Context: an optimization exercise on an open-source flow, tuned for small area and few clock cycles per item. The choices shown serve that exercise and are no tape-out recipe.
Function was checked by simulation only, so behaviour that the tests miss may differ from the original.

run A:
## argb_unpremultiply_pixel_top
module argb_unpremultiply_pixel_top (
    input  logic       i_clk,
    input  logic       i_rst_n,
    input  logic       i_valid,
    output logic       o_stall,
    input  logic [7:0] i_alpha,
    input  logic [7:0] i_red_in,
    input  logic [7:0] i_green_in,
    input  logic [7:0] i_blue_in,
    input  logic       i_region_end_in,
    output logic       o_valid,
    input  logic       i_stall,
    output logic [7:0] o_red_out,
    output logic [7:0] o_green_out,
    output logic [7:0] o_blue_out,
    output logic       o_wrapped,
    output logic       o_region_end_out
);
For scale: about 2,500 cells after synthesis, ~110 flip-flops, roughly 16,000 um2 of cells after synthesis.
clock: 9.5 ns
lec_check: 0
abc_area: 1
cap_margin: 20
core_margin: 2
core_utilization: 60
place_density: 0.75
setup_slack_margin: -0.45
slew_margin: 20
standard.sh (not shown) runs the stock make flow with config.mk's settings and CLKGATE_MAP_FILE= SYNTH_SCRIPT=/design/flow/synth_recipe.tcl, a recipe that flattens the netlist after the stock synthesis.
==> flow/flow/run.sh <==
#!/bin/bash
# Own layout flow: the standard flow (standard.sh, all ORFS steps, standard synthesis)
# with two changes:
#  1. the port buffers that global placement inserts are sky130_fd_sc_hd__buf_1 cells
#     (buffer_ports -buffer_cell) instead of ORFS's pick;
#  2. after global route's timing repair, ORFS's power recovery step runs
#     (RECOVER_POWER, repair_timing -recover_power): it downsizes gates on paths with
#     positive slack.
# make's full output goes to own_flow.log; ORFS keeps each step's log under orfs/logs/.
set -euo pipefail
W=$PWD
RP=$(cat "$W/flow/recover_power.txt" 2>/dev/null || echo 100)
python3 - "$W" "$RP" <<'PY'
import sys, re, shlex
w, rp = sys.argv[1], sys.argv[2]
s = open(w + "/standard.sh").read()
s, n = re.subn(r"(SYNTH_SCRIPT=\S+)", lambda m: m.group(1) + " "
               + shlex.quote("BUFFER_PORTS_ARGS=-buffer_cell sky130_fd_sc_hd__buf_1")
               + " RECOVER_POWER=" + rp, s)
assert n == 1, "SYNTH_SCRIPT not found in standard.sh"
open(w + "/own_standard.sh", "w").write(s)
PY
bash "$W/own_standard.sh" > "$W/own_flow.log" 2>&1
==> flow/flow/recover_power.txt <==
100
What the final checks of run A revealed, after a flow that finished every stage, was a layout that fails on max-capacitance violations, max-slew violations.
Testbench counts of run A, summed over its fixed seeds: cycles 12,016, items 12,000.
Inputs modified between run A and run B:
# run A
export LEC_CHECK = 0
export ABC_AREA = 1
export CAP_MARGIN = 20
export CORE_MARGIN = 2
export CORE_UTILIZATION = 60
export PLACE_DENSITY = 0.75
export SETUP_SLACK_MARGIN = -0.45
export SLEW_MARGIN = 20
create_clock -name core_clock -period 9.5 [get_ports {i_clk}]
# run B
export LEC_CHECK = 0
export CAP_MARGIN = 20
export CORE_MARGIN = 2
export CORE_UTILIZATION = 40
export PLACE_DENSITY = 0.6
export SLEW_MARGIN = 20
create_clock -name core_clock -period 9.5 [get_ports {i_clk}]
==> flow/flow/run.sh <==
#!/bin/bash
# Own layout flow: the standard flow (standard.sh, all ORFS steps) with two changes:
#  1. synthesis: ABC maps the logic with flow/abc_map.script instead of ORFS's script
#     (every other synthesis step, the flip-flop mapping included, is synth_recipe.tcl's);
#  2. the port buffers that global placement inserts are sky130_fd_sc_hd__buf_1.
# make's full output goes to own_flow.log; ORFS keeps each step's log under orfs/logs/.
set -euo pipefail
W=$PWD
F=$W/flow
{
  printf 'proc abc {args} {\n'
  printf '  set i [lsearch -exact $args -script]\n'
  printf '  if {$i >= 0} { lset args [expr {$i + 1}] %s }\n' "$F/abc_map.script"
  printf '  yosys abc {*}$args\n'
  printf '}\n'
  cat "$W/synth_recipe.tcl"
} > "$W/own_synth.tcl"
python3 - "$W" <<'PY'
import sys, re, shlex
w = sys.argv[1]
s = open(w + "/standard.sh").read()
s, n = re.subn(r"SYNTH_SCRIPT=\S+", "SYNTH_SCRIPT=" + shlex.quote(w + "/own_synth.tcl")
               + " " + shlex.quote("BUFFER_PORTS_ARGS=-buffer_cell sky130_fd_sc_hd__buf_1"), s)
assert n == 1, "SYNTH_SCRIPT not found in standard.sh"
open(w + "/own_standard.sh", "w").write(s)
PY
bash "$W/own_standard.sh" > "$W/own_flow.log" 2>&1
==> flow/flow/abc_map.script (new file) <==
strash; dch; map; topo; dnsize -c; stime -c
removed: flow/flow/recover_power.txt
## What came out
Run B: no failed stages, no open violations at the end
Finished, but not clean: run A, with max-capacitance violations, max-slew violations.
Diff run A -> run B: arrival time at the worst endpoint down 340 ps, routed wire length up about 10%.
Compared with run A, wire length of the first global-routing pass in run B increased by a little under 10%.
Comparing run B and run A, the higher buffers plus inverters on the worst setup path is on run B.
#### Input delta (run C over run B)
# run B
export LEC_CHECK = 0
export CAP_MARGIN = 20
export CORE_MARGIN = 2
export CORE_UTILIZATION = 40
export PLACE_DENSITY = 0.6
export SLEW_MARGIN = 20
create_clock -name core_clock -period 9.5 [get_ports {i_clk}]
# run C
export LEC_CHECK = 0
export ABC_AREA = 1
export CAP_MARGIN = 20
export CORE_MARGIN = 2
export CORE_UTILIZATION = 60
export PLACE_DENSITY = 0.75
export SETUP_SLACK_MARGIN = -0.3
export SLEW_MARGIN = 20
create_clock -name core_clock -period 9.5 [get_ports {i_clk}]
==> flow/flow/run.sh <==
#!/bin/bash
# Own layout flow: the standard flow (standard.sh, all ORFS steps, standard synthesis)
# with one change: the port buffers that global placement inserts are
# sky130_fd_sc_hd__buf_1 cells (buffer_ports -buffer_cell) instead of ORFS's pick.
# make's full output goes to own_flow.log; ORFS keeps each step's log under orfs/logs/.
set -euo pipefail
W=$PWD
python3 - "$W" <<'PY'
import sys, re, shlex
w = sys.argv[1]
s = open(w + "/standard.sh").read()
s, n = re.subn(r"(SYNTH_SCRIPT=\S+)", lambda m: m.group(1) + " "
               + shlex.quote("BUFFER_PORTS_ARGS=-buffer_cell sky130_fd_sc_hd__buf_1"), s)
assert n == 1, "SYNTH_SCRIPT not found in standard.sh"
open(w + "/own_standard.sh", "w").write(s)
PY
bash "$W/own_standard.sh" > "$W/own_flow.log" 2>&1
removed: flow/flow/abc_map.script
Findings:
Diff run B -> run C | fmax | decrease of 2.2%. Total number of placement rows: run C vs run B down 11. Compare run B and run C | cell count higher: run B. Of run B and run C, the run reporting the lower number of placed instances, taps included was run C. Run C -> run B: total clock sinks delta 0, exact match.
Setup changes, run C to run D
# run C
export LEC_CHECK = 0
export ABC_AREA = 1
export CAP_MARGIN = 20
export CORE_MARGIN = 2
export CORE_UTILIZATION = 60
export PLACE_DENSITY = 0.75
export SETUP_SLACK_MARGIN = -0.3
export SLEW_MARGIN = 20
create_clock -name core_clock -period 9.5 [get_ports {i_clk}]
# run D
export LEC_CHECK = 0
export CAP_MARGIN = 20
export CORE_MARGIN = 2
export CORE_UTILIZATION = 60
export PLACE_DENSITY = 0.75
export SLEW_MARGIN = 20
create_clock -name core_clock -period 9.5 [get_ports {i_clk}]
==> flow/flow/run.sh <==
#!/bin/bash
# Own layout flow: the standard flow (standard.sh, all ORFS steps) with two changes:
#  1. synthesis: ABC maps the logic with flow/abc_map.script instead of ORFS's script
#     (every other synthesis step, the flip-flop mapping included, is synth_recipe.tcl's);
#  2. the port buffers that global placement inserts are sky130_fd_sc_hd__buf_1.
# make's full output goes to own_flow.log; ORFS keeps each step's log under orfs/logs/.
set -euo pipefail
W=$PWD
F=$W/flow
{
  printf 'proc abc {args} {\n'
  printf '  set i [lsearch -exact $args -script]\n'
  printf '  if {$i >= 0} { lset args [expr {$i + 1}] %s }\n' "$F/abc_map.script"
  printf '  yosys abc {*}$args\n'
  printf '}\n'
  cat "$W/synth_recipe.tcl"
} > "$W/own_synth.tcl"
python3 - "$W" <<'PY'
import sys, re, shlex
w = sys.argv[1]
s = open(w + "/standard.sh").read()
s, n = re.subn(r"SYNTH_SCRIPT=\S+", "SYNTH_SCRIPT=" + shlex.quote(w + "/own_synth.tcl")
               + " " + shlex.quote("BUFFER_PORTS_ARGS=-buffer_cell sky130_fd_sc_hd__buf_1"), s)
assert n == 1, "SYNTH_SCRIPT not found in standard.sh"
open(w + "/own_standard.sh", "w").write(s)
PY
bash "$W/own_standard.sh" > "$W/own_flow.log" 2>&1
==> flow/flow/abc_map.script (new file) <==
strash
dch
map -D 6000
topo
buffer -c
topo
dnsize -c -D 6000
stime -c
==> summary.txt <==
- Compared with run C, run D shows area share of and/or/nand/nor cells after synthesis lower by 12 points.
- Of run D and run C, only run D fails to finish with a clean layout.
- Die boundary height went down by a few percent going from run C to run D.
- Distinct cell type count of the synthesized netlist: run D vs run C down 10

========
Starting RTL as in the previous note.
export LEC_CHECK = 0
export ABC_AREA = 1
export CAP_MARGIN = 20
export CORE_MARGIN = 2
export CORE_UTILIZATION = 60
export PLACE_DENSITY = 0.75
export SLEW_MARGIN = 20
create_clock -name core_clock -period 9.5 [get_ports {i_clk}]
run.sh (not shown) runs the stock make flow with config.mk's settings and CLKGATE_MAP_FILE= SYNTH_SCRIPT=/design/flow/synth_recipe.tcl, a recipe that flattens the netlist after the stock synthesis.
Stock flow here: none of the scripts above is used.
The baseline completed with no timing, DRC or antenna violations.
Testbench counts at the start, summed over its fixed seeds: cycles 12,016, items 12,000.
Edit:
==> flow/flow/run.sh (new file) <==
#!/bin/bash
# Own layout flow: the standard flow (standard.sh, all ORFS steps, standard synthesis)
# with one change: the port buffers that global placement inserts are
# sky130_fd_sc_hd__buf_1 cells (buffer_ports -buffer_cell) instead of ORFS's pick.
# make's full output goes to own_flow.log; ORFS keeps each step's log under orfs/logs/.
set -euo pipefail
W=$PWD
python3 - "$W" <<'PY'
import sys, re, shlex
w = sys.argv[1]
s = open(w + "/standard.sh").read()
s, n = re.subn(r"(SYNTH_SCRIPT=\S+)", lambda m: m.group(1) + " "
               + shlex.quote("BUFFER_PORTS_ARGS=-buffer_cell sky130_fd_sc_hd__buf_1"), s)
assert n == 1, "SYNTH_SCRIPT not found in standard.sh"
open(w + "/own_standard.sh", "w").write(s)
PY
bash "$W/own_standard.sh" > "$W/own_flow.log" 2>&1
==> flow/standard.sh (new file) <==
#!/bin/bash
# synth_recipe.tcl (not shown) runs the flow's synth.tcl, then flattens the netlist and writes it again
# the make line also repeats each setting of config.mk as NAME=value (left out here)
make -C /OpenROAD-flow-scripts/flow DESIGN_CONFIG=/design/flow/config.mk WORK_HOME=/design/flow/orfs CLKGATE_MAP_FILE= SYNTH_SCRIPT=/design/flow/synth_recipe.tcl "${@:-finish}"
Settings changed: CORE_UTILIZATION 60 to 70, PLACE_DENSITY 0.75 to 0.85, SETUP_SLACK_MARGIN set to -0.2.
removed: flow/run.sh
Outcome: This time the run completed, yet does not pass: setup timing. Die area decreases by 14%. Area after synthesis is unchanged. Register-to-register slack loses 0.30 ns.
Edit:
Settings changed: CORE_UTILIZATION 70 to 50, PLACE_DENSITY 0.85 to 0.7, SETUP_SLACK_MARGIN -0.2 to -0.45.
After rerunning: This time the run finished clean. Setup slack is better by 0.29 ns. Worst hold slack is better by 0.0061 ns. Clock skew hardly moves.

========
argb_unpremultiply_pixel_top, a different RTL version from the one above (not shown whole).
Size in the first run: about 16000 um^2 of cells after synthesis.
clock: 9.5 ns
lec_check: 0
abc_area: 1
cap_margin: 20
core_margin: 2
core_utilization: 60
place_density: 0.75
setup_slack_margin: -0.35
slew_margin: 20
standard.sh (not shown) runs the stock make flow with config.mk's settings and CLKGATE_MAP_FILE= SYNTH_SCRIPT=/design/flow/synth_recipe.tcl, a recipe that flattens the netlist after the stock synthesis.
==> flow/flow/run.sh <==
#!/bin/bash
# Own layout flow: the standard flow (standard.sh, all ORFS steps, standard synthesis)
# with one change: the port buffers that global placement inserts are
# sky130_fd_sc_hd__buf_1 cells (buffer_ports -buffer_cell) instead of ORFS's pick.
# make's full output goes to own_flow.log; ORFS keeps each step's log under orfs/logs/.
set -euo pipefail
W=$PWD
python3 - "$W" <<'PY'
import sys, re, shlex
w = sys.argv[1]
s = open(w + "/standard.sh").read()
s, n = re.subn(r"(SYNTH_SCRIPT=\S+)", lambda m: m.group(1) + " "
               + shlex.quote("BUFFER_PORTS_ARGS=-buffer_cell sky130_fd_sc_hd__buf_1"), s)
assert n == 1, "SYNTH_SCRIPT not found in standard.sh"
open(w + "/own_standard.sh", "w").write(s)
PY
bash "$W/own_standard.sh" > "$W/own_flow.log" 2>&1
Testbench counts at the start, summed over its fixed seeds: cycles 12,016, items 12,000.
==> next run, changes <==
--- a/flow/config.mk
+++ b/flow/config.mk
@@ -11,4 +11,4 @@
 export CORE_UTILIZATION = 60
 export PLACE_DENSITY = 0.75
-export SETUP_SLACK_MARGIN = -0.35
+export SETUP_SLACK_MARGIN = -0.45
 export SLEW_MARGIN = 20
=> The new run finished clean; design area barely changes; worst setup slack is better by 0.0093 ns; utilization stays flat; register-to-register slack gains 0.02 ns; hold slack stays flat; sequential cell count is unchanged.

========
Setup of alpha:
argb_unpremultiply_pixel_top with an RTL version that a note above also has.
Size in the first run: ~2500 cells after synthesis, ~65 I/O pins.
clock: 9.5 ns
lec_check: 0
abc_area: 1
cap_margin: 20
core_margin: 2
core_utilization: 40
place_density: 0.6
slew_margin: 20
run.sh (not shown) runs the stock make flow with config.mk's settings and CLKGATE_MAP_FILE= SYNTH_SCRIPT=/design/flow/synth_recipe.tcl, a recipe that flattens the netlist after the stock synthesis.
Stock flow here: none of the scripts above is used.
Testbench counts of alpha, summed over its fixed seeds: cycles 12,016, items 12,000.
### alpha -> beta
- setting SETUP_SLACK_MARGIN to -0.2 for the first time
- changing CORE_UTILIZATION from 40 to 60
- changing PLACE_DENSITY from 0.6 to 0.75
==> flow/flow/run.sh (new file) <==
#!/bin/bash
# Own layout flow: the standard flow (standard.sh, all ORFS steps, standard synthesis)
# with one change: the port buffers that global placement inserts are
# sky130_fd_sc_hd__buf_1 cells (buffer_ports -buffer_cell) instead of ORFS's pick.
# make's full output goes to own_flow.log; ORFS keeps each step's log under orfs/logs/.
set -euo pipefail
W=$PWD
python3 - "$W" <<'PY'
import sys, re, shlex
w = sys.argv[1]
s = open(w + "/standard.sh").read()
s, n = re.subn(r"(SYNTH_SCRIPT=\S+)", lambda m: m.group(1) + " "
               + shlex.quote("BUFFER_PORTS_ARGS=-buffer_cell sky130_fd_sc_hd__buf_1"), s)
assert n == 1, "SYNTH_SCRIPT not found in standard.sh"
open(w + "/own_standard.sh", "w").write(s)
PY
bash "$W/own_standard.sh" > "$W/own_flow.log" 2>&1
==> flow/standard.sh (new file) <==
#!/bin/bash
# synth_recipe.tcl (not shown) runs the flow's synth.tcl, then flattens the netlist and writes it again
# the make line also repeats each setting of config.mk as NAME=value (left out here)
make -C /OpenROAD-flow-scripts/flow DESIGN_CONFIG=/design/flow/config.mk WORK_HOME=/design/flow/orfs CLKGATE_MAP_FILE= SYNTH_SCRIPT=/design/flow/synth_recipe.tcl "${@:-finish}"
removed: flow/run.sh
Findings:
- beta against alpha: number of clock-tree buffers in the layout down 1; initial antenna violation count flat.
- Cmp beta vs alpha: largest fanout on the critical path lower in beta
- Compared to alpha, beta has proportion of layout cells with a drive suffix above 1 3.3 points lower.
- Per the comparison of beta with alpha, number of instances resized during post-cts repair went down; fraction of met2 tracks used by global routing went up; count of nets after finishing went down; global-route track usage on met1 went up; post-route core utilization went up.

========
== job 101 ==
Another version of the RTL of argb_unpremultiply_pixel_top (not shown whole).
Size in the first run: roughly 2600 cells after synthesis, roughly 160 flip-flops, ~65 I/O pins, ~20000 sq um of cells after synthesis.
// argb_unpremultiply_pixel_top
module argb_unpremultiply_pixel_top (
    input  logic       i_clk,
    input  logic       i_rst_n,
    input  logic       i_valid,
    output logic       o_stall,
    input  logic [7:0] i_alpha,
    input  logic [7:0] i_red_in,
    input  logic [7:0] i_green_in,
    input  logic [7:0] i_blue_in,
    input  logic       i_region_end_in,
    output logic       o_valid,
    input  logic       i_stall,
    output logic [7:0] o_red_out,
    output logic [7:0] o_green_out,
    output logic [7:0] o_blue_out,
    output logic       o_wrapped,
    output logic       o_region_end_out
);
    wire adv = !i_stall;
    assign o_stall = i_stall;
    wire [7:0] r_h0 = i_red_in - {7'd0, |i_red_in};
    wire [7:0] r_l0 = 8'd0 - i_red_in;
    wire [0:0] r_t0 = r_h0[7];
    wire [1:0] r_d0 = {1'b0, r_t0} - {1'b0, i_alpha[0:0]};
    wire r_q0 = (i_alpha[7:1] == 0) && !r_d0[1];
    wire [0:0] r_r0 = r_q0 ? r_d0[0:0] : r_t0;
  ...
==> flow/config.mk <==
export PLATFORM = sky130hd
export DESIGN_NAME = argb_unpremultiply_pixel_top
export DESIGN_NICKNAME = argb_unpremultiply_pixel_top
export VERILOG_FILES = /design/flow/design.v
export SDC_FILE = /design/flow/constraint.sdc
export NUM_CORES = 4
export LEC_CHECK = 0
export ABC_AREA = 1
export CAP_MARGIN = 20
export CORE_MARGIN = 2
export CORE_UTILIZATION = 40
export PLACE_DENSITY = 0.6
export SLEW_MARGIN = 20
==> flow/constraint.sdc <==
create_clock -name core_clock -period 9.5 [get_ports {i_clk}]
set_input_delay 1.9000 -clock core_clock [delete_from_list [all_inputs] [get_ports {i_clk}]]
set_output_delay 1.9000 -clock core_clock [all_outputs]
set_load 0.01 [all_outputs]
Stock flow here: none of the scripts above is used.
Testbench counts of job 101, summed over its fixed seeds: cycles 12,024, items 12,000.
### job 101 -> job 102
--- a/flow/config.mk
+++ b/flow/config.mk
@@ -8 +7,0 @@
-export ABC_AREA = 1
Findings:
Utilization job 101 -> job 102: up
Max met1 routing resource usage after global routing across job 102 and job 101: job 102
Between job 101 and job 102, initial cell density of the core increased.
Wire length essentially unchanged between job 102 and job 101.
Higher global-route track usage on met2 was reported by job 102, not job 101.
Run comparison: job 101 timing startpoint of the critical path s3_a[2]$_DFFE_PN_; job 102 timing startpoint of the critical path s3_a[1]$_DFFE_PN_

[port drivers added, routing unchanged]
Ports are ideal in the flow. The routed layouts listed here were re-timed in OpenROAD.
Step 1, drivers: a clkbuf_16 drives i_clk and a buf_2 each remaining input, both assumed.
Step 2, shift: input delay + t, output delay - t, t = (earliest + latest rising clock arrival at the registers) / 2. This alone moves slack from input paths to output paths.
Three values: no drivers, after step 1, after step 2; two values: the first two.
| run | t, ns | setup WS [ns] | latest minus earliest clock arrival (ns) | worst data-port slew with drivers (ns) | cell pins on the clock port's net |
|---|---|---|---|---|---|
| run A | 0.420 | 0.255 / 0.206 / 0.336 | 0.022 / 0.022 | 0.05 | 1 |
| run B | 0.409 | 0.599 / 0.554 / 0.452 | 0.012 / 0.012 | 0.04 | 1 |
| run C | 0.421 | 0.399 / 0.349 / 0.353 | 0.024 / 0.024 | 0.05 | 1 |
| the first run of note 2 | 0.409 | 0.337 / 0.283 / 0.237 | 0.019 / 0.018 | 0.04 | 1 |
| the second run of note 2 | 0.412 | -0.082 / -0.134 / 0.279 | 0.019 / 0.019 | 0.04 | 1 |
| the third run of note 2 | 0.424 | 0.211 / 0.160 / 0.238 | 0.019 / 0.020 | 0.04 | 1 |
| the first run of note 3 | 0.408 | 0.253 / 0.203 / 0.242 | 0.018 / 0.019 | 0.03 | 1 |
| the second run of note 3 | 0.409 | 0.262 / 0.212 / 0.196 | 0.018 / 0.018 | 0.03 | 1 |
| alpha | 0.423 | 0.338 / 0.288 / 0.379 | 0.016 / 0.016 | 0.05 | 1 |
| beta | 0.418 | 0.312 / 0.261 / 0.477 | 0.023 / 0.023 | 0.05 | 1 |
| job 101 | 0.511 | 0.598 / 0.546 / 0.747 | 0.018 / 0.018 | 0.05 | 1 |
| job 102 | 0.508 | 0.349 / 0.295 / 0.417 | 0.012 / 0.013 | 0.04 | 1 |
The setup slack of run B, which loses most, moves by -0.045 ns with the drivers and by -0.147 ns with both steps.
